Background: an optimization exercise with open tools, aiming at small area. Do not read the settings as production practice. Function was checked by simulation only, so behaviour that the tests miss may differ from the original. Power is estimated from default activity; no workload was simulated.

**design/flow/design.v**
```verilog
package fpga_rt_pkg;
    typedef logic [31:0] addr_t;       
    typedef logic [31:0] data_t;
    typedef logic [3:0]  strb_t;
    typedef logic [1:0]  resp_t;
    typedef logic [7:0]  log_char_t;
    typedef logic [3:0]  nibble_t;     
    localparam resp_t RESP_OKAY   = 2'b00;
    localparam resp_t RESP_SLVERR = 2'b10;
    localparam addr_t CTRL_OFS              = 32'h00;
    localparam addr_t STATUS_OFS            = 32'h04;
    localparam addr_t GENERIC_INPUT_OFS     = 32'h08;
    localparam addr_t GENERIC_OUTPUT_OFS    = 32'h0C;
    localparam addr_t ITRNG_DIVISOR_OFS     = 32'h10;
    localparam addr_t CYCLE_COUNT_OFS       = 32'h14;
    localparam addr_t LOG_FIFO_DATA_OFS     = 32'h18;   
    localparam addr_t LOG_FIFO_STATUS_OFS   = 32'h1C;
    localparam addr_t ITRNG_FIFO_DATA_OFS   = 32'h20;   
    localparam addr_t ITRNG_STATUS_OFS      = 32'h24;
    localparam int LOG_FIFO_DEPTH = 16;
    localparam int LOG_PTR_W      = $clog2(LOG_FIFO_DEPTH);
    localparam int LOG_CNT_W      = $clog2(LOG_FIFO_DEPTH + 1);
    localparam int ITRNG_FIFO_DEPTH = 8;
    localparam int ITRNG_PTR_W      = $clog2(ITRNG_FIFO_DEPTH);
    localparam int ITRNG_CNT_W      = $clog2(ITRNG_FIFO_DEPTH + 1);
    localparam int NIBBLES_PER_WORD = 8;
    localparam int NIBBLE_IDX_W     = $clog2(NIBBLES_PER_WORD);
endpackage
module fpga_rt_regs (
    input  logic                     core_clk,
    input  logic                     hwif_out,
    input  logic                     awvalid,
    output logic                     awready,
    input  fpga_rt_pkg::addr_t       awaddr,
    input  logic                     wvalid,
    output logic                     wready,
    input  fpga_rt_pkg::data_t       wdata,
    input  fpga_rt_pkg::strb_t       wstrb,
    output logic                     bvalid,
    input  logic                     bready,
    output fpga_rt_pkg::resp_t       bresp,
    input  logic                     arvalid,
    output logic                     arready,
    input  fpga_rt_pkg::addr_t       araddr,
    output logic                     rvalid,
    input  logic                     rready,
    output fpga_rt_pkg::data_t       rdata,
    output fpga_rt_pkg::resp_t       rresp,
    output logic                     core_pwrgood,
    output logic                     core_rst_b,
    output fpga_rt_pkg::data_t       generic_input,
    input  logic [7:0]               core_status,
    input  fpga_rt_pkg::data_t       generic_output,
    output logic                     log_pop,
    input  fpga_rt_pkg::log_char_t   log_head,
    input  logic                     log_empty,
    input  logic                     log_full,
    output logic                     ready_en,       
    output logic                     itrng_wr,
    output logic                     itrng_push,
    output logic                     itrng_fifo_reset,
    output fpga_rt_pkg::data_t       itrng_divisor,
    input  logic                     itrng_empty,
    input  logic                     itrng_full
);
    logic               wr_accept;
    logic               rd_accept;
    logic               wr_low;      
    logic               rd_low;
    logic [9:0]         wr_sel;      
    logic [9:0]         rd_sel;
    fpga_rt_pkg::data_t rd_value;
    fpga_rt_pkg::data_t cycle_count;
    logic               bresp_err;
    logic               rresp_err;
    assign wr_low = (awaddr[31:6] == '0);
    assign rd_low = (araddr[31:6] == '0);
    always_comb begin
        for (int i = 0; i < 10; i++) begin
            wr_sel[i] = wr_low & (awaddr[5:2] == 4'(i));
            rd_sel[i] = rd_low & (araddr[5:2] == 4'(i));
        end
    end
    assign wr_accept = ready_en & awvalid & wvalid & ~bvalid;
    assign awready   = wr_accept;
    assign wready    = wr_accept;
    assign arready   = ready_en & ~rvalid;
    assign rd_accept = arvalid & arready;
    assign log_pop   = rd_accept & rd_sel[6];
    assign itrng_wr  = wr_accept & wr_sel[8];
    always_comb begin
        case (araddr[5:2])
            4'd0:    rd_value = {30'b0, core_rst_b, core_pwrgood};
            4'd1:    rd_value = {24'b0, core_status};
            4'd2:    rd_value = generic_input;
            4'd3:    rd_value = generic_output;
            4'd4:    rd_value = itrng_divisor;
            4'd5:    rd_value = cycle_count;
            4'd6:    rd_value = {23'b0, ~log_empty, log_head};
            4'd7:    rd_value = {30'b0, log_full, log_empty};
            4'd9:    rd_value = {29'b0, itrng_fifo_reset, itrng_full, itrng_empty};
            default: rd_value = '0;    
        endcase
        if (!rd_low) rd_value = '0;
    end
    assign bresp = {bresp_err, 1'b0};
    assign rresp = {rresp_err, 1'b0};
    always_ff @(posedge core_clk or negedge hwif_out) begin
        if (!hwif_out) begin
            ready_en <= 1'b0;
            bvalid   <= 1'b0;
            rvalid   <= 1'b0;
        end else begin
            ready_en <= 1'b1;
            if (wr_accept)   bvalid <= 1'b1;
            else if (bready) bvalid <= 1'b0;
            if (rd_accept)   rvalid <= 1'b1;
            else if (rready) rvalid <= 1'b0;
        end
    end
    always_ff @(posedge core_clk) begin
        if (!bvalid) bresp_err <= ~wr_low | (awaddr[5:2] > 4'd9);
        if (!rvalid) begin
            rresp_err <= ~rd_low | (araddr[5:2] > 4'd9);
            rdata     <= rd_value;    
        end
    end
    always_ff @(posedge core_clk or negedge hwif_out) begin
        if (!hwif_out) begin
            core_pwrgood     <= 1'b0;
            core_rst_b       <= 1'b0;
            generic_input    <= '0;
            itrng_divisor    <= '0;
            itrng_fifo_reset <= 1'b0;
            itrng_push       <= 1'b0;
        end else begin
            itrng_push <= itrng_wr;
            if (wr_accept) begin
                if (wr_sel[0] & wstrb[0]) begin
                    core_pwrgood <= wdata[0];
                    core_rst_b   <= wdata[1];
                end
                for (int i = 0; i < 4; i++) begin
                    if (wr_sel[2] & wstrb[i]) generic_input[8*i +: 8] <= wdata[8*i +: 8];
                    if (wr_sel[4] & wstrb[i]) itrng_divisor[8*i +: 8] <= wdata[8*i +: 8];
                end
                if (wr_sel[9] & wstrb[0]) itrng_fifo_reset <= wdata[2];   
            end
        end
    end
    logic [31:0] carry;
    logic [8:0]  grp_carry;
    always_comb begin
        grp_carry[0] = 1'b1;
        for (int g = 0; g < 8; g++)
            grp_carry[g+1] = grp_carry[g] & &cycle_count[4*g +: 4];
        for (int i = 0; i < 32; i++) begin
            carry[i] = grp_carry[i/4];
            for (int j = 4*(i/4); j < i; j++) carry[i] = carry[i] & cycle_count[j];
        end
    end
    always_ff @(posedge core_clk) begin
        cycle_count <= (cycle_count ^ carry) & {32{core_rst_b}};
    end
endmodule
module log_fifo (
    input  logic                   core_clk,
    input  logic                   hwif_out,
    input  logic                   log_char_valid,
    input  fpga_rt_pkg::log_char_t log_char,
    input  logic                   log_pop,
    output fpga_rt_pkg::log_char_t log_head,
    output logic                   log_empty,
    output logic                   log_full
);
    fpga_rt_pkg::log_char_t            mem [fpga_rt_pkg::LOG_FIFO_DEPTH];
    logic [fpga_rt_pkg::LOG_PTR_W:0]   wr_ptr;    
    logic [fpga_rt_pkg::LOG_PTR_W:0]   rd_ptr;
    logic                              push_ok;
    logic                              pop_ok;
    logic                              same_slot;
    assign same_slot = (wr_ptr[fpga_rt_pkg::LOG_PTR_W-1:0] == rd_ptr[fpga_rt_pkg::LOG_PTR_W-1:0]);
    assign log_empty = same_slot & (wr_ptr[fpga_rt_pkg::LOG_PTR_W] == rd_ptr[fpga_rt_pkg::LOG_PTR_W]);
    assign log_full  = same_slot & (wr_ptr[fpga_rt_pkg::LOG_PTR_W] != rd_ptr[fpga_rt_pkg::LOG_PTR_W]);
    assign push_ok   = log_char_valid & ~log_full;
    assign pop_ok    = log_pop & ~log_empty;
    always_comb begin
        log_head = '0;
        for (int i = 0; i < fpga_rt_pkg::LOG_FIFO_DEPTH; i++)
            if (rd_ptr[fpga_rt_pkg::LOG_PTR_W-1:0] == fpga_rt_pkg::LOG_PTR_W'(i))
                log_head = log_head | mem[i];
    end
    always_ff @(posedge core_clk or negedge hwif_out) begin
        if (!hwif_out) begin
            wr_ptr <= '0;
            rd_ptr <= '0;
        end else begin
            if (push_ok) wr_ptr <= wr_ptr + 1'b1;
            if (pop_ok)  rd_ptr <= rd_ptr + 1'b1;
        end
    end
    always_ff @(posedge core_clk) begin
        if (push_ok) begin
            mem[wr_ptr[fpga_rt_pkg::LOG_PTR_W-1:0]] <= log_char;
        end
    end
endmodule
module itrng_feeder (
    input  logic                 core_clk,
    input  logic                 hwif_out,
    input  logic                 ready_en,           
    input  logic                 itrng_wr,           
    input  logic                 itrng_push,         
    input  fpga_rt_pkg::data_t   itrng_word,         
    input  logic                 itrng_fifo_reset,
    input  fpga_rt_pkg::data_t   itrng_divisor,
    input  logic                 etrng_req,
    output logic                 itrng_empty,
    output logic                 itrng_full,
    output fpga_rt_pkg::nibble_t itrng_data,
    output logic                 itrng_valid
);
    localparam int PW = fpga_rt_pkg::ITRNG_PTR_W;
    localparam int NW = fpga_rt_pkg::NIBBLE_IDX_W;
    fpga_rt_pkg::data_t  mem [fpga_rt_pkg::ITRNG_FIFO_DEPTH];
    logic [PW:0]         wr_ptr;
    logic [PW+NW:0]      rd_ptr;           
    fpga_rt_pkg::data_t  throttle_cnt;
    logic                req_strobe;
    logic                same_slot;
    logic                push_ok;
    logic                take;
    logic                word_done;
    assign same_slot   = (wr_ptr[PW-1:0] == rd_ptr[PW+NW-1:NW]);
    assign itrng_empty = same_slot & (wr_ptr[PW] == rd_ptr[PW+NW]);
    assign itrng_full  = same_slot & (wr_ptr[PW] != rd_ptr[PW+NW]);
    assign push_ok     = itrng_push & ~itrng_full & ~itrng_fifo_reset;
    assign take        = req_strobe & ~itrng_empty & ~itrng_fifo_reset;
    assign word_done   = take & (&rd_ptr[NW-1:0]);    
    logic [31:0] borrow;
    logic [8:0]  grp_borrow;
    always_comb begin
        grp_borrow[0] = 1'b1;
        for (int g = 0; g < 8; g++)
            grp_borrow[g+1] = grp_borrow[g] & ~|throttle_cnt[4*g +: 4];
        for (int i = 0; i < 32; i++) begin
            borrow[i] = grp_borrow[i/4];
            for (int j = 4*(i/4); j < i; j++) borrow[i] = borrow[i] & ~throttle_cnt[j];
        end
    end
    logic thr_zero;
    assign thr_zero = grp_borrow[8] | ~ready_en;
    always_ff @(posedge core_clk) begin
        throttle_cnt <= (throttle_cnt ^ borrow) & (itrng_divisor | {32{~thr_zero}});
    end
    always_ff @(posedge core_clk or negedge hwif_out) begin
        if (!hwif_out) req_strobe <= 1'b0;
        else           req_strobe <= thr_zero & etrng_req;
    end
    always_ff @(posedge core_clk) begin
        if (itrng_fifo_reset | ~ready_en) begin
            wr_ptr <= '0;    
            rd_ptr <= '0;
        end else begin
            if (take)    rd_ptr <= rd_ptr + 1'b1;
            if (push_ok) wr_ptr <= wr_ptr + 1'b1;
        end
    end
    always_ff @(posedge core_clk or negedge hwif_out) begin
        if (!hwif_out) itrng_valid <= 1'b0;
        else           itrng_valid <= take;
    end
    always_ff @(posedge core_clk) begin
        if (itrng_wr & (~itrng_full | word_done)) begin
            mem[wr_ptr[PW-1:0]] <= itrng_word;
        end
    end
    logic [31:0] head_word;
    logic [3:0]  head_nib;
    always_comb begin
        head_word = '0;
        for (int w = 0; w < fpga_rt_pkg::ITRNG_FIFO_DEPTH; w++)
            if (rd_ptr[PW+NW-1:NW] == PW'(w)) head_word = head_word | mem[w];
        head_nib = '0;
        for (int n = 0; n < fpga_rt_pkg::NIBBLES_PER_WORD; n++)
            if (rd_ptr[NW-1:0] == NW'(n)) head_nib = head_nib | head_word[4*n +: 4];
    end
    always_ff @(posedge core_clk) begin
        itrng_data <= head_nib;
    end
endmodule
module fpga_rt_wrapper (
    input  logic                   core_clk,
    input  logic                   hwif_out,
    input  logic                   awvalid,
    output logic                   awready,
    input  fpga_rt_pkg::addr_t     awaddr,
    input  logic                   wvalid,
    output logic                   wready,
    input  fpga_rt_pkg::data_t     wdata,
    input  fpga_rt_pkg::strb_t     wstrb,
    output logic                   bvalid,
    input  logic                   bready,
    output fpga_rt_pkg::resp_t     bresp,
    input  logic                   arvalid,
    output logic                   arready,
    input  fpga_rt_pkg::addr_t     araddr,
    output logic                   rvalid,
    input  logic                   rready,
    output fpga_rt_pkg::data_t     rdata,
    output fpga_rt_pkg::resp_t     rresp,
    output logic                   core_pwrgood,
    output logic                   core_rst_b,
    output fpga_rt_pkg::data_t     generic_input,
    input  logic [7:0]             core_status,
    input  fpga_rt_pkg::data_t     generic_output,
    input  logic                   log_char_valid,
    input  fpga_rt_pkg::log_char_t log_char,
    input  logic                   etrng_req,
    output fpga_rt_pkg::nibble_t   itrng_data,
    output logic                   itrng_valid
);
    logic                   log_pop;
    fpga_rt_pkg::log_char_t log_head;
    logic                   log_empty;
    logic                   log_full;
    logic                   ready_en;
    logic                   itrng_wr;
    logic                   itrng_push;
    logic                   itrng_fifo_reset;
    fpga_rt_pkg::data_t     itrng_divisor;
    logic                   itrng_empty;
    logic                   itrng_full;
    fpga_rt_regs regs_i (
        .core_clk, .hwif_out,
        .awvalid, .awready, .awaddr, .wvalid, .wready, .wdata, .wstrb,
        .bvalid, .bready, .bresp,
        .arvalid, .arready, .araddr, .rvalid, .rready, .rdata, .rresp,
        .core_pwrgood, .core_rst_b, .generic_input, .core_status, .generic_output,
        .log_pop, .log_head, .log_empty, .log_full,
        .ready_en, .itrng_wr, .itrng_push, .itrng_fifo_reset, .itrng_divisor,
        .itrng_empty, .itrng_full
    );
    log_fifo log_fifo_i (
        .core_clk, .hwif_out,
        .log_char_valid, .log_char,
        .log_pop, .log_head, .log_empty, .log_full
    );
    itrng_feeder itrng_feeder_i (
        .core_clk, .hwif_out,
        .ready_en, .itrng_wr, .itrng_push, .itrng_word(wdata), .itrng_fifo_reset, .itrng_divisor,
        .etrng_req, .itrng_empty, .itrng_full,
        .itrng_data, .itrng_valid
    );
endmodule
```
**design/flow/flow/run.sh**
```bash
#!/bin/bash
# Standard synthesis with an area-oriented ABC script in place of ORFS's
# speed script (registers are untouched), then the standard layout with
# small port buffers and a clock tree of fewer, larger sink clusters and
# no dummy loads. Each tool's output goes to a log file of its own here.
set -euo pipefail
rm -rf scripts_abc
cp -r "$FLOW_HOME/scripts" scripts_abc
cp flow/abc_area.script scripts_abc/abc_speed.script
bash standard.sh synth SCRIPTS_DIR="$PWD/scripts_abc" > synth.log 2>&1
export BUFFER_PORTS_ARGS="-buffer_cell sky130_fd_sc_hd__buf_1"
export CTS_ARGS="-sink_clustering_enable -repair_clock_nets -dont_use_dummy_load -buf_list sky130_fd_sc_hd__clkbuf_8 -sink_clustering_size 17 -sink_clustering_max_diameter 80"
bash standard.sh finish > layout.log 2>&1
```
**design/flow/flow/abc_area.script**
```
strash
balance
rewrite
refactor
balance
rewrite
rewrite -z
balance
refactor -z
rewrite -z
balance
balance
rewrite
refactor
balance
rewrite
rewrite -z
balance
refactor -z
rewrite -z
balance
dch -f
amap -F 10 -A 30
topo
```
**design/flow/standard.sh**
```bash
#!/bin/bash
# synth_recipe.tcl (not shown) runs the flow's synth.tcl, then flattens the netlist and writes it again
# the make line also repeats each setting of config.mk as NAME=value (left out here)
make -C /OpenROAD-flow-scripts/flow DESIGN_CONFIG=/design/flow/config.mk WORK_HOME=/design/flow/orfs CLKGATE_MAP_FILE= SYNTH_SCRIPT=/design/flow/synth_recipe.tcl "${@:-finish}"
```
**design/flow/config.mk**
```make
export PLATFORM = sky130hd
export DESIGN_NAME = fpga_rt_wrapper
export DESIGN_NICKNAME = fpga_rt_wrapper
export VERILOG_FILES = /design/flow/design.v
export SDC_FILE = /design/flow/constraint.sdc
export NUM_CORES = 4
export LEC_CHECK = 0
export CAP_MARGIN = 20
export CORE_MARGIN = 2
export CORE_UTILIZATION = 65
export PLACE_DENSITY = 0.85
export SLEW_MARGIN = 20
```
**design/flow/constraint.sdc**
```tcl
create_clock -name core_clock -period 6.0 [get_ports {core_clk}]
set_input_delay 1.2000 -clock core_clock [delete_from_list [all_inputs] [get_ports {core_clk}]]
set_output_delay 1.2000 -clock core_clock [all_outputs]
set_load 0.01 [all_outputs]
```
==> results by group, run 1 <==
Power and ir drop
  – Net Switching: 1.50 mW
  – Int Power: 5.17 mW
  – Pwr dens: around 270 mW/mm^2
  – Clock power frac: 0.260
  – Part of the power in registers: 0.676
  – Pleak: a little over 8 nW
  – Comb pwr share: 0.064
  – Sw frac: 0.225
  – Total Power: 6.67 mW
  – Worst VDD drop: 0.000318 V

Floorplanning
  – Core box area: 0.0335 mm^2
  – Die area: 0.0355 mm^2
  – Die width: between 150 and 200 um
  – Chip height: 188 um
  – Starting density of the core: 0.660
  – # IOs: ~240
  – FP Rows: 67

Synthesis
  – Synth unique cells: 43
  – Mux cell area share after synthesis: 0
  – EDFF count, synth: between 400 and 500
  – Sequential share of the synthesized area: 0.733
  – Gate Count Post-Synth: 1489
  – Main combinational cell family by area after synthesis: compound AO/OA/AOI/OAI gates
  – Synthesized area: 0.0221 mm^2
  – Most used DFF post-synth: edfxtp_1
  – Synth Register Bits: 580
  – Synth Area in Simple Gates: 0.0755
  – Adder-cell share of the synthesized area: 0.0345
  – Post-synthesis compound-gate area fraction: 0.139
  – XOR/XNOR share of the synthesized area: 0
  – Mean Syn Cell Area: 14.9 um^2
  – Synth async-reset ratio: 0.143
  – Number of warnings issued by yosys: 3

Detailed routing
  – Routed len/inst: 25.8 um
  – Detailed Route Iter0 Violations: 2749
  – WL final: 57.7 mm
  – Number of detailed-route iterations in the first pass: 10
  – Residual DRC: 0
  – Via count: 15300
  – Antenna-violating nets left: 0
  – Routed vias/inst: between 6 and 7

Placement
  – Post-DP HPWL: 39.0 mm
  – Port bufs: 230
  – GPL Wtd Cong: 0.995
  – Dpl cells: ~2200

Clock network
  – Clock latency (worst-skew pair): roughly 0.59 ns
  – Cts-stage hold buffer count: 0
  – Sink Count: 580
  – Post-CTS Resized: 0
  – Clk buf depth: 3
  – CTS H-tree lvls: 2
  – CTS tree: done
  – Clock transition at the registers of the reported paths: 0.10 ns
  – Clk root buf: clkbuf_8
  – Num CTS Buffers: 40
  – Setup bufs post-CTS: 0

STA
  – Worst Max-Slew Pin Slew: 1.15 ns
  – Max Slew Vio Count: 0
  – Setup Total Neg Slack: 0 ns
  – Hold slack: 0.448 ns
  – RSZ-0062 raised after global routing: false
  – Fmax: around 0.23 GHz
  – Slew margin rel.: 0.224
  – Period minus WS final: 4.27 ns
  – Final setup fails: 0
  – Final Skew: 0.0556 ns
  – Final hold vios: 0
  – Part of the cycle the worst path needs: 0.712

Global route
  – Initial antenna violation count: 1
  – Pin count of the biggest net entering global routing: 52
  – Global route overflow: 0
  – Gr usage total: 0.324
  – First-pass GRT wire length: 87.1 mm
  – Vias in the first global route: 15000

Worst setup path
  – Slowest Stage Delay on Critical Path: roughly 0.94 ns
  – Flop2flop setup slack: 1.73 ns
  – Worst setup EP type: flop
  – Crit path launch: itrng_feeder_i.throttle_cnt[0]
  – Arrival time at the worst endpoint: 4.71 ns
  – Reg2Reg Launch Point: itrng_feeder_i.throttle_cnt[0]
  – Worst path bufs/invs: 3
  – Crit path max-delay family: simple AND/OR/NAND/NOR gates
  – Slowest CP cell: nor4b_1
  – Register-to-Register Path Depth: 14
  – Worst Setup Start Kind: flop
  – Worst Setup EP: itrng_feeder_i.throttle_cnt[31]
  – Crit-path max FO: 15
  – Crit path kind: flop to flop
  – CP required: 6.44 ns
  – Critical path depth in cells: 14
  – Crit-path cells: clkinv_1, ha_1, nand2_1, nor2_1, nor4b_1, nand3_1, nor3_1, nand4_1, nor3_1, nor3b_1, a41oi_2, buf_4, clkinv_1, a221oi_1
  – R2R Path End: itrng_feeder_i.throttle_cnt[31]

Layout
  – Commonest non-fill, non-tap cell in the layout: edfxtp_1
  – Synthesis-to-finish area growth: 10.4%
  – Fin nets: roughly 2000
  – Most frequent cells in the layout: edfxtp_1 (418), buf_1 (229), nor2_1 (136)
  – Layout cells sized above 1: 0.0510
  – Post-route insts no fill: approximately 2200

Run status
  – Status: complete, no violations

Worst hold path
  – Min-Delay Path Class: flop to flop

Flow run
  – Max_cap viols: 0
-- metrics by stage --
stage / instance area (um^2) / setup slack (ns) / util
floorplan: 22100 / 0.582 / -
global route: 24400 / 1.35 / 0.728
global placement: 23800 / 1.65 / 0.711
detailed placement: 23800 / 1.38 / 0.711
CTS: 24400 / 1.71 / 0.727
finish: 24400 / 1.73 / 0.728
-- worst reg2reg max path: cells and delay by family (launching register included) --
kind	cells	cell delay, ns
simple gates	8	2.55
buf+inv	3	0.56
compound gates	2	0.53
flops	1	0.33
fa+ha+maj	1	0.18
-- per-layer routing --
layer / vias to the layer above / share of wire / track usage
met5: - / 0 / 0
met4: 0 / 0.043 / 0.122
met3: 180 / 0.13 / 0.0661
met2: 1190 / 0.48 / 0.519
met1: 7368 / 0.35 / 0.446
li1: 6578 / - / -
-- flip-flops by register name, summed over array words and instances, names as in the netlist, 4 cells and up --
signal / flops
itrng_feeder_i.throttle_cnt: 32
regs_i.rdata: 32
regs_i.cycle_count: 32
itrng_feeder_i.itrng_data: 4
itrng_feeder_i.mem: 256
itrng_feeder_i.wr_ptr: 4
itrng_feeder_i.rd_ptr: 7
regs_i.generic_input: 32
log_fifo_i.wr_ptr: 5
log_fifo_i.rd_ptr: 5
log_fifo_i.mem: 128
regs_i.itrng_divisor: 32
-- cells in the mapped netlist, types with 2 or more instances --
library cell  number  area share
o21ai_0           16      0.0036
o22a_1            54       0.021
nand3_1           19      0.0043
edfxtp_1         418        0.57
nor3_1            44       0.010
nor2b_1           26      0.0074
a22o_1            10      0.0040
a2111oi_0          2     0.00079
and4b_1            4      0.0018
or2_0              4      0.0011
nor3b_1            2     0.00068
ha_1              61       0.035
dfxtp_1           79       0.071
and3_1             2     0.00057
buf_4              5      0.0017
a41oi_1            9      0.0036
nand2_1           86       0.015
a222oi_1         103       0.047
a31oi_1           21      0.0059
o311a_1            2     0.00091
or4_1              3      0.0010
o221a_1            2      0.0010
nand4b_1           2     0.00079
clkinv_1          92       0.016
a211oi_1          12      0.0041
conb_1             2     0.00034
nor2_1           136       0.023
o22ai_1            8      0.0023
nand4_1           17      0.0048
and4_1             2     0.00079
a21oi_1           50       0.011
a221oi_1          15      0.0059
a22oi_1           76       0.026
dfrtp_1           83       0.094
nor4_1            14      0.0040
-- area by class of cell --
cell class | count | area (um^2)
fill | 2157 | 9120
antenna | 1 | 2.50
tap | 448 | 561
inverter | 92 | 345
sequential | 580 | 16200
multi-input combinational | 813 | 5640
timing repair buffer | 259 | 1100
clock buffer | 40 | 551
-- power groups by stage --
stage               Combinational (mW)  Clock (mW)  Sequential [mW]
floorplan                        0.211           0             4.59
global placement                 0.396           0             4.59
detailed placement               0.425           0             4.60
CTS                              0.425        1.73             4.51
global route                     0.475        1.87             4.52
finish                           0.429        1.73             4.51
-- worst min-delay path by stage --
stage	slack, ns	depth (start not counted)	end	from
6_report	0.45	1	itrng_feeder_i.throttle_cnt[0]	itrng_feeder_i.throttle_cnt[0]
4_1_cts	0.46	1	itrng_feeder_i.throttle_cnt[0]	itrng_feeder_i.throttle_cnt[0]
3_5_place_dp	0.43	1	regs_i.cycle_count[0]	regs_i.cycle_count[0]
5_1_grt	0.48	1	itrng_feeder_i.throttle_cnt[0]	itrng_feeder_i.throttle_cnt[0]
2_1_floorplan	0.40	1	itrng_feeder_i.throttle_cnt[0]	itrng_feeder_i.throttle_cnt[0]
3_3_place_gp	0.41	1	itrng_feeder_i.throttle_cnt[0]	itrng_feeder_i.throttle_cnt[0]
-- cell families after synthesis --
logic type / after synthesis
AOI/OAI and AO/OA: 386
adders and majority gates: 61
buffers and inverters: 97
DFF: 580
other: 2
and+or+nand+nor: 363
==> inputs of run 2 (changes only) <==
--- a/design/flow/config.mk
+++ b/design/flow/config.mk
@@ -7,6 +7,6 @@
 export LEC_CHECK = 0
 export CAP_MARGIN = 20
 export CORE_MARGIN = 2
-export CORE_UTILIZATION = 65
-export PLACE_DENSITY = 0.85
+export CORE_UTILIZATION = 75
+export PLACE_DENSITY = 0.92
 export SLEW_MARGIN = 20
==> run 2 against run 1 <==
Area after synthesis stayed put. Setup slack gained 0.031 ns. Via count is 3.8% higher. Final area hardly changed. Sequential share of layout area barely moved. Clock skew up 0.015 ns. Worst hold slack lost 0.0065 ns. Global-route usage increased by 7.4 points. Largest power group unchanged. Highest routed layer unchanged.
==> results by group, run 2 <==
Synthesis
  – Yosys top cell area share: 0.567
  – Synth async-reset ratio: 0.143
  – EDFF count, synth: 418
  – Number of warnings issued by yosys: 3
  – Synth top area cells: edfxtp_1 (57%), dfrtp_1 (9.4%), dfxtp_1 (7.1%)
  – Gate Count Post-Synth: 1489
  – Synth Register Bits: 580
  – Most common cell in the netlist: edfxtp_1
  – Synth unique cells: 43
  – Most used DFF post-synth: edfxtp_1
  – Post-synth top area cell: edfxtp_1
  – Sequential share of the synthesized area: 0.733
  – Synth cell count leaders: edfxtp_1 (418), nor2_1 (136), a222oi_1 (103)
  – Synthesized area: 0.0221 mm^2
  – Mean Syn Cell Area: 14.9 um^2

Layout
  – Most frequent cells in the layout: edfxtp_1 (418), buf_1 (229), nor2_1 (136)
  – Commonest non-fill, non-tap cell in the layout: edfxtp_1
  – Layout cells sized above 1: 0.0542
  – Fin nets: 2009
  – Max FFs per register: ~260
  – Finished Cell Area: 0.0244 mm^2
  – Ant diodes: 0
  – Synthesis-to-finish area growth: 10.4%

Worst setup path
  – Crit path kind: primary input to flop
  – Arrival time at the worst endpoint: 4.72 ns
  – Register-to-Register Path Depth: 15
  – Crit-path max FO: 10
  – CP required: 6.48 ns
  – Worst setup EP type: flop
  – Worst Setup Start Kind: primary input

Floorplanning
  – Starting density of the core: 0.767
  – # IOs: 237
  – Core box area: between 0.02 and 0.03 mm^2
  – Die area: 0.0309 mm^2
  – Die width: 176 um
  – FP Rows: 62
  – Chip height: about 180 um

Clock network
  – Clk root buf: clkbuf_8
  – Num CTS Buffers: 40
  – Clk buf depth: 3
  – Clock transition at the registers of the reported paths: roughly 0.10 ns
  – CTS tree: done
  – Post-CTS Resized: 0
  – Cts-stage hold buffer count: 0
  – Setup bufs post-CTS: 0
  – CTS H-tree lvls: 2
  – Clock latency (worst-skew pair): ~0.6 ns
  – Sink Count: between 500 and 600

STA
  – RSZ-0062 raised after global routing: false
  – Fmax: 0.236 GHz
  – Max Slew Vio Count: 0
  – Setup Total Neg Slack: 0 ns
  – Final hold vios: 0
  – Slew margin rel.: 0.250
  – Final setup fails: 0
  – Part of the cycle the worst path needs: 0.707
  – Period minus WS final: 4.24 ns
  – Worst Max-Slew Pin Slew: ~1.1 ns
  – Final Skew: 0.0702 ns

Detailed routing
  – Residual DRC: 0
  – Detailed Route Iter0 Violations: just under 3000
  – Number of detailed-route iterations in the first pass: 9
  – Routed len/inst: 28.0 um
  – WL final: 60.8 mm
  – Antenna-violating nets left: 0
  – Routed vias/inst: 7.32
  – Via count: 15900

Run status
  – Status: complete, no violations

Global route
  – Pin count of the biggest net entering global routing: 84
  – Global route overflow: 0
  – First-pass GRT wire length: around 91 mm
  – Gr usage total: 0.398
  – Vias in the first global route: between 15000 and 20000
  – Initial antenna violation count: 0

Power and ir drop
  – Comb pwr share: 0.068
  – Int Power: 5.17 mW
  – Clock power frac: 0.260
  – Sw frac: 0.230
  – Pwr dens: 275 mW/mm^2
  – Net Switching: ~1.5 mW
  – Pleak: about 8.1 nW
  – Worst VDD drop: 0.000276 V
  – Part of the power in registers: 0.672

Placement
  – Cell Area, Placed: between 0.02 and 0.025 mm^2
  – Post-DP HPWL: slightly above 40 mm
  – Port bufs: 230
  – GPL Wtd Cong: 0.922

Flow run
  – Max_cap viols: 0

Worst hold path
  – Min-Delay Path Class: flop to flop
  – WHS Path Cells: 1
==> run 2: cell counts after synthesis <==
Identical to the previous run, type by type.
==> run 2: metal layers <==
layer	track usage	share of wire	up-vias
met5	0	0	-
met4	0.218	0.058	0
met3	0.103	0.13	292
met2	0.649	0.49	1413
met1	0.494	0.33	7604
li1	-	-	6590
==> run 2: final timing paths <==
path	from	endpoint	slack [ns]
max reg2reg	itrng_feeder_i.throttle_cnt[0]	itrng_feeder_i.throttle_cnt[27]	2.08
min in group asynchronous	hwif_out	log_fifo_i.rd_ptr[3]	0.76
max in group asynchronous	hwif_out	regs_i.generic_input[20]	4.61
max	awaddr[28]	regs_i.itrng_divisor[10]	1.76
min reg2reg	itrng_feeder_i.throttle_cnt[0]	itrng_feeder_i.throttle_cnt[0]	0.44
min	itrng_feeder_i.throttle_cnt[0]	itrng_feeder_i.throttle_cnt[0]	0.44
==> run 2: cell families (layout without fill, tap and decap cells) <==
| group | Yosys count | in the layout | share of synthesized area |
|---|---|---|---|
| and+or+nand+nor | 363 | 363 | 0.0755 |
| DFF | 580 | 580 | 0.733 |
| AOI/OAI and AO/OA | 386 | 386 | 0.139 |
| adders and majority gates | 61 | 61 | 0.0345 |
| buffers and inverters | 97 | 396 | 0.0173 |
| other | 2 | 3 | 0.000340 |
==> run 2: worst max-delay path, cell delays in order <==
cell and delay (ns):
buf_1 0.07, or4_1 0.52, nor3_1 0.64, nand4_1 0.60, nor3_1 0.85, clkinv_1 0.53, o22a_1 0.31
==> run 2: cell type report <==
cell class / count / area (um^2)
clock buffers: 40 / 551
inverters: 92 / 345
repair buffers: 264 / 1180
well taps: 384 / 480
flip-flops and latches: 580 / 16200
fillers: 1344 / 4440
multi-input cells: 813 / 5640
==> run 2: stage by stage <==
stage	hold slack (ns)	worst slack [ns]	instances	power, mW	util
floorplan	0.400	0.582	1490	4.80	-
global placement	0.409	1.44	2132	4.98	0.826
detailed placement	0.422	1.27	2132	5.04	0.826
CTS	0.443	1.85	2172	6.68	0.845
global route	0.455	1.48	2173	6.87	0.846
finish	0.441	1.76	2173	6.71	0.846
==> run 2: power by group through the flow <==
stage	sequential [mW]	clock (mW)	combinational [mW]
after floorplan	4.59	0	0.211
after global placement	4.58	0	0.401
after detailed placement	4.60	0	0.441
after CTS	4.51	1.73	0.443
after global routing	4.52	1.85	0.494
final	4.51	1.75	0.455
==> inputs of run 3 (changes only) <==
--- a/design/flow/config.mk
+++ b/design/flow/config.mk
@@ -7,6 +7,5 @@
 export LEC_CHECK = 0
 export CAP_MARGIN = 20
 export CORE_MARGIN = 2
-export CORE_UTILIZATION = 75
-export PLACE_DENSITY = 0.92
+export CORE_UTILIZATION = 40
 export SLEW_MARGIN = 20
==> run 3 against run 2 <==
Still clean on timing, DRC and antenna. Sequential cell count unchanged. Final area is 1.6% higher. Non-clock buffer count is 4 higher. Global-route usage is 18 points lower. Die area is 85% higher. Combinational power is 4.4% lower. Via count shrank 7.9%. Count of clock-buffer cells in the layout stayed put. Sequential power barely moved. Clock power grew 2%.
==> results by group, run 3 <==
Detailed routing
  – Number of detailed-route iterations in the first pass: 6
  – Routed vias/inst: 5.86
  – Antenna-violating nets left: 0
  – Detailed Route Iter0 Violations: 1658
  – Routed len/inst: 25.2 um
  – WL final: about 63 mm
  – Via count: 14600
  – Residual DRC: 0

Global route
  – Gr usage total: 0.218
  – First-pass GRT wire length: 92.0 mm
  – M2 GR Usage: 0.346
  – Global route hottest layer: met2
  – Initial antenna violation count: 1
  – GR met3 Demand/Resource: 0.0513
  – Global route overflow: 0
  – Pin count of the biggest net entering global routing: 72
  – M1 GR Usage: 0.299
  – Vias in the first global route: 14400

Clock network
  – Post-CTS Resized: 0
  – Num CTS Buffers: 40
  – Setup bufs post-CTS: 0
  – Clock transition at the registers of the reported paths: about 0.11 ns
  – Clk root buf: clkbuf_8
  – Sink Count: a little under 600
  – CTS H-tree lvls: 2
  – CTS tree: done
  – Cts-stage hold buffer count: 0
  – Clock latency (worst-skew pair): 0.65 ns
  – Clk buf depth: 3

Synthesis
  – Synthesized area: 0.0221 mm^2
  – Synth Register Bits: 580
  – Mean Syn Cell Area: 14.9 um^2
  – Number of warnings issued by yosys: 3
  – Synth top area cells: edfxtp_1 (57%), dfrtp_1 (9.4%), dfxtp_1 (7.1%)
  – Sequential share of the synthesized area: 0.733
  – Most common cell in the netlist: edfxtp_1
  – Synth cell count leaders: edfxtp_1 (418), nor2_1 (136), a222oi_1 (103)
  – Yosys top cell area share: 0.567
  – Post-synth top area cell: edfxtp_1
  – EDFF count, synth: about 420
  – Gate Count Post-Synth: 1489
  – Synth unique cells: 43
  – Synth async-reset ratio: 0.143
  – Most used DFF post-synth: edfxtp_1

Layout
  – Synthesis-to-finish area growth: 12.2%
  – Footprint of the multi-input gates: 0.00564 mm^2
  – Commonest non-fill, non-tap cell in the layout: edfxtp_1
  – Max FFs per register: 256
  – Ant diodes: 0
  – Layout cells sized above 1: 0.0558
  – Seq. cell area: approximately 0.016 mm^2
  – Fin nets: 2013
  – Most frequent cells in the layout: edfxtp_1 (418), buf_1 (229), nor2_1 (136)
  – Layout fillers: 5036

Placement
  – GPL Wtd Cong: 0.858
  – Port bufs: 230
  – Post-DP HPWL: 43.6 mm

Worst setup path
  – R2R Path End: itrng_feeder_i.throttle_cnt[31]
  – Flop2flop setup slack: 2.33 ns
  – Worst Setup Start Kind: primary input
  – Arrival time at the worst endpoint: 4.32 ns
  – Slowest CP cell: nor3_2
  – Crit path max-delay family: simple AND/OR/NAND/NOR gates
  – Register-to-Register Path Depth: 14
  – Worst setup EP type: flop
  – Cell mode on critical path: nor3_1
  – Reg2Reg Launch Point: itrng_feeder_i.throttle_cnt[0]
  – CP required: 6.31 ns
  – Crit-path cells: buf_1, or4_1, nor3_1, nand3_1, nor3_1, o21ai_0, or2_0, nor3_2, buf_4
  – Worst path bufs/invs: 2
  – Crit path kind: primary input to flop
  – Crit-path max FO: 13
  – Slowest Stage Delay on Critical Path: 0.73 ns

STA
  – Max Slew Vio Count: 0
  – Hold slack: 0.402 ns
  – RSZ-0062 raised after global routing: false
  – Final Skew: 0.0715 ns
  – Slew margin rel.: 0.208
  – Part of the cycle the worst path needs: 0.668
  – Final setup fails: 0
  – Final hold vios: 0
  – Worst Max-Slew Pin Slew: about 1.2 ns
  – Period minus WS final: 4.01 ns
  – Fmax: 0.249 GHz
  – Setup Total Neg Slack: 0 ns

Floorplanning
  – Die width: approximately 240 um
  – FP Rows: 86
  – Die area: 0.0572 mm^2
  – Chip height: 239 um
  – # IOs: roughly 240
  – Starting density of the core: 0.403
  – Core box area: 0.0549 mm^2

Power and ir drop
  – Sw frac: 0.232
  – Part of the power in registers: 0.669
  – Clock power frac: 0.266
  – Int Power: 5.17 mW
  – Comb pwr share: 0.065
  – Pwr dens: ~270 mW/mm^2
  – Worst VDD drop: 0.000196 V
  – Pleak: 8.13 nW
  – Net Switching: ~1.6 mW

Run status
  – Status: complete, no violations

Flow run
  – Max_cap viols: 0

Worst hold path
  – Min-Delay Path Class: primary input to asynchronous set/reset pin
## run 3: power groups by stage
stage                     clock [mW]  sequential (mW)  combinational [mW]
after floorplan                    0             4.59               0.211
after global placement             0             4.59               0.420
after detailed placement           0             4.59               0.435
after CTS                       1.84             4.51               0.436
after global routing            1.96             4.52               0.489
final                           1.79             4.51               0.435
## run 3: layout make-up
class / count / share of cell area
repair buffers: 268 / 0.0480
flip-flops and latches: 580 / 0.653
multi-input cells: 813 / 0.227
well taps: 704 / 0.0355
inverters: 92 / 0.0139
clock buffers: 40 / 0.0222
## run 3: how the worst max path moves through the flow
stage | slack, ns | cells past startpoint | startpoint | to
floorplan | 0.58 | 7 | awaddr[28] | itrng_feeder_i.mem[0][0]
global placement | 1.27 | 9 | awaddr[28] | itrng_feeder_i.mem[5][20]
detailed placement | 1.20 | 9 | awaddr[28] | itrng_feeder_i.mem[5][20]
CTS | 1.89 | 9 | awaddr[28] | itrng_feeder_i.mem[5][12]
global route | 1.69 | 9 | awaddr[28] | itrng_feeder_i.mem[4][10]
finish | 1.99 | 9 | awaddr[28] | itrng_feeder_i.mem[4][9]
## run 3: through the flow
stage               worst slack (ns)  total power [mW]  cells   util  instance area (um^2)
floorplan                      0.582              4.80   1490      -                 22100
global placement                1.27              5.01   2455  0.441                 24200
detailed placement              1.20              5.03   2455  0.441                 24200
CTS                             1.89              6.78   2495  0.451                 24800
global route                    1.69              6.97   2497  0.452                 24800
finish                          1.99              6.74   2497  0.452                 24800
## run 3: kinds of logic (layout without fill, tap and decap cells)
| group | count (synthesis) | after routing | share of synthesized area |
|---|---|---|---|
| fa+ha+maj | 61 | 61 | 0.0345 |
| other cells | 2 | 3 | 0.000340 |
| buf+inv | 97 | 400 | 0.0173 |
| compound gates | 386 | 386 | 0.139 |
| flops | 580 | 580 | 0.733 |
| simple gates | 363 | 363 | 0.0755 |
## run 3: layer usage
metal  part of all wire  vias up
li1                   -     6588
met1               0.42     7389
met2               0.47      569
met3              0.084       90
met4              0.028        0
met5                  0        -
==> inputs of run 4 (changes only) <==
--- a/design/flow/design.v
+++ b/design/flow/design.v
@@ -173,36 +173,41 @@
     output logic                   log_empty,
     output logic                   log_full
 );
-    fpga_rt_pkg::log_char_t            mem [fpga_rt_pkg::LOG_FIFO_DEPTH];
-    logic [fpga_rt_pkg::LOG_PTR_W:0]   wr_ptr;    
-    logic [fpga_rt_pkg::LOG_PTR_W:0]   rd_ptr;
-    logic                              push_ok;
-    logic                              pop_ok;
-    logic                              same_slot;
-    assign same_slot = (wr_ptr[fpga_rt_pkg::LOG_PTR_W-1:0] == rd_ptr[fpga_rt_pkg::LOG_PTR_W-1:0]);
-    assign log_empty = same_slot & (wr_ptr[fpga_rt_pkg::LOG_PTR_W] == rd_ptr[fpga_rt_pkg::LOG_PTR_W]);
-    assign log_full  = same_slot & (wr_ptr[fpga_rt_pkg::LOG_PTR_W] != rd_ptr[fpga_rt_pkg::LOG_PTR_W]);
+    localparam int N = fpga_rt_pkg::LOG_FIFO_DEPTH;
+    localparam int W = fpga_rt_pkg::LOG_PTR_W;
+    fpga_rt_pkg::log_char_t mem [N];
+    logic [W:0]             wr_ptr;    
+    logic [W:0]             rd_ptr;
+    logic                   push_ok;
+    logic                   pop_ok;
+    logic                   same_slot;
+    logic [N-1:0]           row_we;
+    assign same_slot = (wr_ptr[W-1:0] == rd_ptr[W-1:0]);
+    assign log_empty = same_slot & (wr_ptr[W] == rd_ptr[W]);
+    assign log_full  = same_slot & (wr_ptr[W] != rd_ptr[W]);
     assign push_ok   = log_char_valid & ~log_full;
     assign pop_ok    = log_pop & ~log_empty;
     always_comb begin
+        for (int i = 0; i < N; i++)
+            row_we[i] = push_ok & (wr_ptr[W-1:0] == W'((i + N - 1) % N));
+    end
+    always_comb begin
         log_head = '0;
-        for (int i = 0; i < fpga_rt_pkg::LOG_FIFO_DEPTH; i++)
-            if (rd_ptr[fpga_rt_pkg::LOG_PTR_W-1:0] == fpga_rt_pkg::LOG_PTR_W'(i))
-                log_head = log_head | mem[i];
+        for (int i = 0; i < N; i++)
+            if (rd_ptr[W-1:0] == W'(i)) log_head = log_head | mem[i];
     end
     always_ff @(posedge core_clk or negedge hwif_out) begin
         if (!hwif_out) begin
             wr_ptr <= '0;
             rd_ptr <= '0;
         end else begin
-            if (push_ok) wr_ptr <= wr_ptr + 1'b1;
-            if (pop_ok)  rd_ptr <= rd_ptr + 1'b1;
+            wr_ptr <= wr_ptr + {push_ok, ~push_ok};
+            rd_ptr <= rd_ptr + {pop_ok, ~pop_ok};
         end
     end
     always_ff @(posedge core_clk) begin
-        if (push_ok) begin
-            mem[wr_ptr[fpga_rt_pkg::LOG_PTR_W-1:0]] <= log_char;
-        end
+        for (int i = 0; i < N; i++)
+            mem[i] <= row_we[i] ? log_char : mem[(i + N - 1) % N];
     end
 endmodule
 module itrng_feeder (
@@ -222,21 +227,23 @@
 );
     localparam int PW = fpga_rt_pkg::ITRNG_PTR_W;
     localparam int NW = fpga_rt_pkg::NIBBLE_IDX_W;
-    fpga_rt_pkg::data_t  mem [fpga_rt_pkg::ITRNG_FIFO_DEPTH];
-    logic [PW:0]         wr_ptr;
-    logic [PW+NW:0]      rd_ptr;           
+    localparam int N  = fpga_rt_pkg::ITRNG_FIFO_DEPTH;
+    fpga_rt_pkg::data_t  mem [N];
+    logic [PW:0]         wr_ptr;           
+    logic [PW:0]         rd_ptr;           
+    logic [NW-1:0]       rd_nib;           
     fpga_rt_pkg::data_t  throttle_cnt;
     logic                req_strobe;
     logic                same_slot;
     logic                push_ok;
     logic                take;
     logic                word_done;
-    assign same_slot   = (wr_ptr[PW-1:0] == rd_ptr[PW+NW-1:NW]);
-    assign itrng_empty = same_slot & (wr_ptr[PW] == rd_ptr[PW+NW]);
-    assign itrng_full  = same_slot & (wr_ptr[PW] != rd_ptr[PW+NW]);
+    assign same_slot   = (wr_ptr[PW-1:0] == rd_ptr[PW-1:0]);
+    assign itrng_empty = same_slot & (wr_ptr[PW] == rd_ptr[PW]);
+    assign itrng_full  = same_slot & (wr_ptr[PW] != rd_ptr[PW]);
     assign push_ok     = itrng_push & ~itrng_full & ~itrng_fifo_reset;
     assign take        = req_strobe & ~itrng_empty & ~itrng_fifo_reset;
-    assign word_done   = take & (&rd_ptr[NW-1:0]);    
+    assign word_done   = take & (&rd_nib);    
     logic [31:0] borrow;
     logic [8:0]  grp_borrow;
     always_comb begin
@@ -261,29 +268,36 @@
         if (itrng_fifo_reset | ~ready_en) begin
             wr_ptr <= '0;    
             rd_ptr <= '0;
+            rd_nib <= '0;
         end else begin
-            if (take)    rd_ptr <= rd_ptr + 1'b1;
-            if (push_ok) wr_ptr <= wr_ptr + 1'b1;
+            wr_ptr <= wr_ptr + {push_ok, ~push_ok};
+            rd_ptr <= rd_ptr + {word_done, ~word_done};
+            if (take) rd_nib <= rd_nib + 1'b1;
         end
     end
     always_ff @(posedge core_clk or negedge hwif_out) begin
         if (!hwif_out) itrng_valid <= 1'b0;
         else           itrng_valid <= take;
     end
+    logic [N-1:0] row_we;
+    always_comb begin
+        for (int i = 0; i < N; i++)
+            row_we[i] = itrng_wr & (~itrng_full | word_done) &
+                        (wr_ptr[PW-1:0] == PW'((i + N - 1) % N));
+    end
     always_ff @(posedge core_clk) begin
-        if (itrng_wr & (~itrng_full | word_done)) begin
-            mem[wr_ptr[PW-1:0]] <= itrng_word;
-        end
+        for (int i = 0; i < N; i++)
+            mem[i] <= row_we[i] ? itrng_word : mem[(i + N - 1) % N];
     end
     logic [31:0] head_word;
     logic [3:0]  head_nib;
     always_comb begin
         head_word = '0;
-        for (int w = 0; w < fpga_rt_pkg::ITRNG_FIFO_DEPTH; w++)
-            if (rd_ptr[PW+NW-1:NW] == PW'(w)) head_word = head_word | mem[w];
+        for (int w = 0; w < N; w++)
+            if (rd_ptr[PW-1:0] == PW'(w)) head_word = head_word | mem[w];
         head_nib = '0;
         for (int n = 0; n < fpga_rt_pkg::NIBBLES_PER_WORD; n++)
-            if (rd_ptr[NW-1:0] == NW'(n)) head_nib = head_nib | head_word[4*n +: 4];
+            if (rd_nib == NW'(n)) head_nib = head_nib | head_word[4*n +: 4];
     end
     always_ff @(posedge core_clk) begin
         itrng_data <= head_nib;
--- a/design/flow/config.mk
+++ b/design/flow/config.mk
@@ -7,5 +7,6 @@
 export LEC_CHECK = 0
 export CAP_MARGIN = 20
 export CORE_MARGIN = 2
-export CORE_UTILIZATION = 40
+export CORE_UTILIZATION = 65
+export PLACE_DENSITY = 0.85
 export SLEW_MARGIN = 20
==> run 4 against run 3 <==
Utilization up 28 points. Final area down 1.8%. Sequential power up 7.5%. Still clean on timing, DRC and antenna. Maximum frequency down 7.0%. Power up 15%. Critical path depth up 2. Critical endpoint is now itrng_feeder_i.mem[2][26].
==> results by group, run 4 <==
Worst setup path
  – Arrival time at the worst endpoint: ~4.8 ns
  – Crit-path max FO: 18
  – Slowest Stage Delay on Critical Path: approximately 0.7 ns
  – CP required: 6.53 ns
  – Worst setup EP type: flop
  – Slowest CP cell: clkinv_1
  – Crit-path cells: buf_1, or4_1, nor3_1, nand3_1, nor3_1, o21ai_0, buf_4, nor4_2, clkinv_1, buf_4, o22a_1
  – Worst Setup Start Kind: primary input
  – Crit path kind: primary input to flop

Layout
  – Finished Cell Area: 0.0244 mm^2
  – Seq. cell area: 0.0124 mm^2
  – Commonest non-fill, non-tap cell in the layout: dfxtp_1
  – Post-route insts no fill: 2779
  – Synthesis-to-finish area growth: 11.1%
  – Layout cells sized above 1: 0.0477
  – Fin nets: ~2600
  – Max FFs per register: 256
  – Footprint of the multi-input gates: 0.00901 mm^2
  – Layout fillers: around 2500
  – Post-Route Utilization: 0.731
  – Most frequent cells in the layout: dfxtp_1 (463), o22a_1 (371), buf_1 (229)

Clock network
  – Num CTS Buffers: 40
  – Cts-stage hold buffer count: 0
  – Post-CTS Resized: 0
  – Setup bufs post-CTS: 0
  – CTS H-tree lvls: 2
  – Clock transition at the registers of the reported paths: 0.10 ns
  – Clk buf depth: 3
  – Clk root buf: clkbuf_8
  – Clock latency (worst-skew pair): 0.63 ns
  – CTS tree: done
  – Sink Count: 580

Synthesis
  – Synth top area cells: dfxtp_1 (42%), o22a_1 (15%), dfrtp_1 (9.5%)
  – Mean Syn Cell Area: between 10 and 15 um^2
  – Gate Count Post-Synth: ~2000
  – Synth cell count leaders: dfxtp_1 (463), o22a_1 (371), nor2_1 (204)
  – Most common cell in the netlist: dfxtp_1
  – Synthesized area: between 0.02 and 0.025 mm^2
  – Number of warnings issued by yosys: 5
  – Yosys top cell area share: 0.423
  – Synth async-reset ratio: 0.143
  – Synth unique cells: 45
  – Sequential share of the synthesized area: 0.564
  – Most used DFF post-synth: dfxtp_1
  – Post-synth top area cell: dfxtp_1
  – EDFF count, synth: 34
  – Synth Register Bits: 580

Global route
  – M2 GR Usage: 0.619
  – M1 GR Usage: 0.511
  – Global route overflow: 0
  – Vias in the first global route: about 19000
  – GR met3 Demand/Resource: 0.0765
  – First-pass GRT wire length: 107 mm
  – Pin count of the biggest net entering global routing: 57
  – Global route hottest layer: met2
  – Gr usage total: 0.395
  – Initial antenna violation count: 5

STA
  – Worst Max-Slew Pin Slew: 1.11 ns
  – Final setup fails: 0
  – Final hold vios: 0
  – Slew margin rel.: 0.240
  – Period minus WS final: roughly 4.3 ns
  – Fmax: between 0.2 and 0.25 GHz
  – Max Slew Vio Count: 0
  – Part of the cycle the worst path needs: 0.719
  – Final Skew: 0.0585 ns
  – Hold slack: 0.428 ns
  – RSZ-0062 raised after global routing: false

Worst hold path
  – Min-Delay Path Class: flop to flop

Detailed routing
  – Via count: between 15000 and 20000
  – Number of detailed-route iterations in the first pass: 13
  – Routed len/inst: around 26 um
  – Routed vias/inst: 6.98
  – WL final: 71.3 mm
  – Residual DRC: 0
  – Detailed Route Iter0 Violations: ~2900
  – Antenna-violating nets left: 0

Floorplanning
  – Die area: 0.0352 mm^2
  – Chip height: 188 um
  – Die width: 188 um
  – FP Rows: 67
  – Core box area: 0.0334 mm^2
  – Starting density of the core: 0.658
  – # IOs: ~240

Run status
  – Status: complete, no violations

Power and ir drop
  – Pwr dens: 317 mW/mm^2
  – Worst VDD drop: 0.000314 V
  – Pleak: 9.02 nW

Flow run
  – Max_cap viols: 0

Placement
  – Dpl cells: 2737
  – Port bufs: between 200 and 250
  – Post-DP HPWL: approximately 50 mm
  – Cell Area, Placed: 0.0238 mm^2
  – GPL Wtd Cong: 1.02
-- run 4: cell types whose count changed after synthesis, moves of 7 or more --
| cell | delta |
|---|---|
| a22oi_1 | -29 |
| clkinv_1 | +83 |
| nor3_1 | -11 |
| o22a_1 | +317 |
| dfxtp_1 | +384 |
| a222oi_1 | -12 |
| nand2_1 | -13 |
| a221oi_1 | +22 |
| a21oi_1 | +74 |
| edfxtp_1 | -384 |
| nor4_1 | +7 |
| o22ai_1 | +26 |
| a41oi_1 | -8 |
| nor2_1 | +68 |
-- run 4: kinds of logic after synthesis --
kind of cell / synth area share
flops: 0.564
other cells: 0.000342
fa+ha+maj: 0.0379
simple gates: 0.0852
compound gates: 0.281
buf+inv: 0.0317
-- run 4: area by class of cell --
class,count,area share
Antenna cell,2,0.000205
Multi-Input combinational cell,1256,0.370
Sequential cell,580,0.507
Tap cell,448,0.0230
Timing Repair Buffer,278,0.0504
Inverter,175,0.0270
Clock buffer,40,0.0226
-- run 4: worst max-delay path: cells and delay by family --
family	cells	cell delay [ns]
compound gates	2	0.33
buf+inv	4	1.47
simple gates	5	1.81
-- run 4: power breakdown --
| group | switching, mW | total, mW | internal, mW | leakage [nW] |
|---|---|---|---|---|
| Sequential | 0.422 | 4.85 | 4.43 | 5.30 |
| Combinational | 0.530 | 1.09 | 0.563 | 3.44 |
| Clock | 1.17 | 1.77 | 0.603 | 0.288 |
| Total | 2.12 | 7.72 | 5.59 | 9.02 |
-- run 4: metrics by stage --
step | worst slack, ns | power (mW) | TNS (ns)
after CTS | 1.85 | 7.68 | 0
after floorplan | -1.48 | 5.47 | -210.68
final | 1.69 | 7.72 | 0
after detailed placement | 1.20 | 5.98 | 0
after global routing | 1.50 | 7.96 | 0
after global placement | 1.29 | 5.92 | 0
-- run 4: per-layer routing --
metal | wire [um] | vias up | share of wire
li1 | - | 8459 | -
met5 | 40 | - | 0.00056
met2 | 32000 | 1314 | 0.45
met3 | 8140 | 305 | 0.11
met1 | 26400 | 9312 | 0.37
met4 | 4660 | 6 | 0.065
-- run 4: worst paths after layout --
| kind | cells after the start | endpoint | start | slack [ns] |
|---|---|---|---|---|
| max | 11 | itrng_feeder_i.mem[2][26] | awaddr[28] | 1.69 |
| min | 2 | itrng_feeder_i.mem[5][8] | itrng_feeder_i.mem[4][8] | 0.43 |
| max reg2reg | 12 | itrng_feeder_i.mem[2][26] | itrng_feeder_i.rd_ptr[1] | 1.87 |
| min reg2reg | 2 | itrng_feeder_i.mem[5][8] | itrng_feeder_i.mem[4][8] | 0.43 |
| max in group asynchronous | 2 | regs_i.itrng_divisor[31] | hwif_out | 4.38 |
| min in group asynchronous | 1 | regs_i.generic_input[8] | hwif_out | 0.56 |

[afterwards: timing with drivers on the ports]
The results above use ideal ports. As a check the final layouts listed here were re-extracted and re-timed, cells and wires unchanged.
Step 1 sets driving cells, clkbuf_16 on the clock port and buf_2 on the other inputs (assumed; they add their load-dependent delay and slew).
Step 2 adds t to the input delays and takes it off the output delays; t is the mean of the earliest and latest rising clock arrival at the registers after step 1. Input paths then give back, and output paths get back, about the clock's delay inside the block.
Slacks: no drivers / after step 1 / after step 2; pairs: no drivers / after step 1.
| run | t, ns | setup WS [ns] | worst data-port slew with drivers (ns) | cell pins on the clock port's net |
|---|---|---|---|---|
| run 1 | 0.618 | 1.727 / 1.727 / 1.283 | 0.09 | 1 |
| run 2 | 0.621 | 1.759 / 1.788 / 1.167 | 0.06 | 1 |
| run 3 | 0.673 | 1.989 / 2.026 / 1.353 | 0.08 | 1 |
| run 4 | 0.657 | 1.686 / 1.714 / 1.057 | 0.12 | 1 |
After both steps setup and hold are still met in every run listed. For run 3, which loses most, drivers alone change the setup slack by +0.037 ns; drivers and shift together by -0.636 ns.
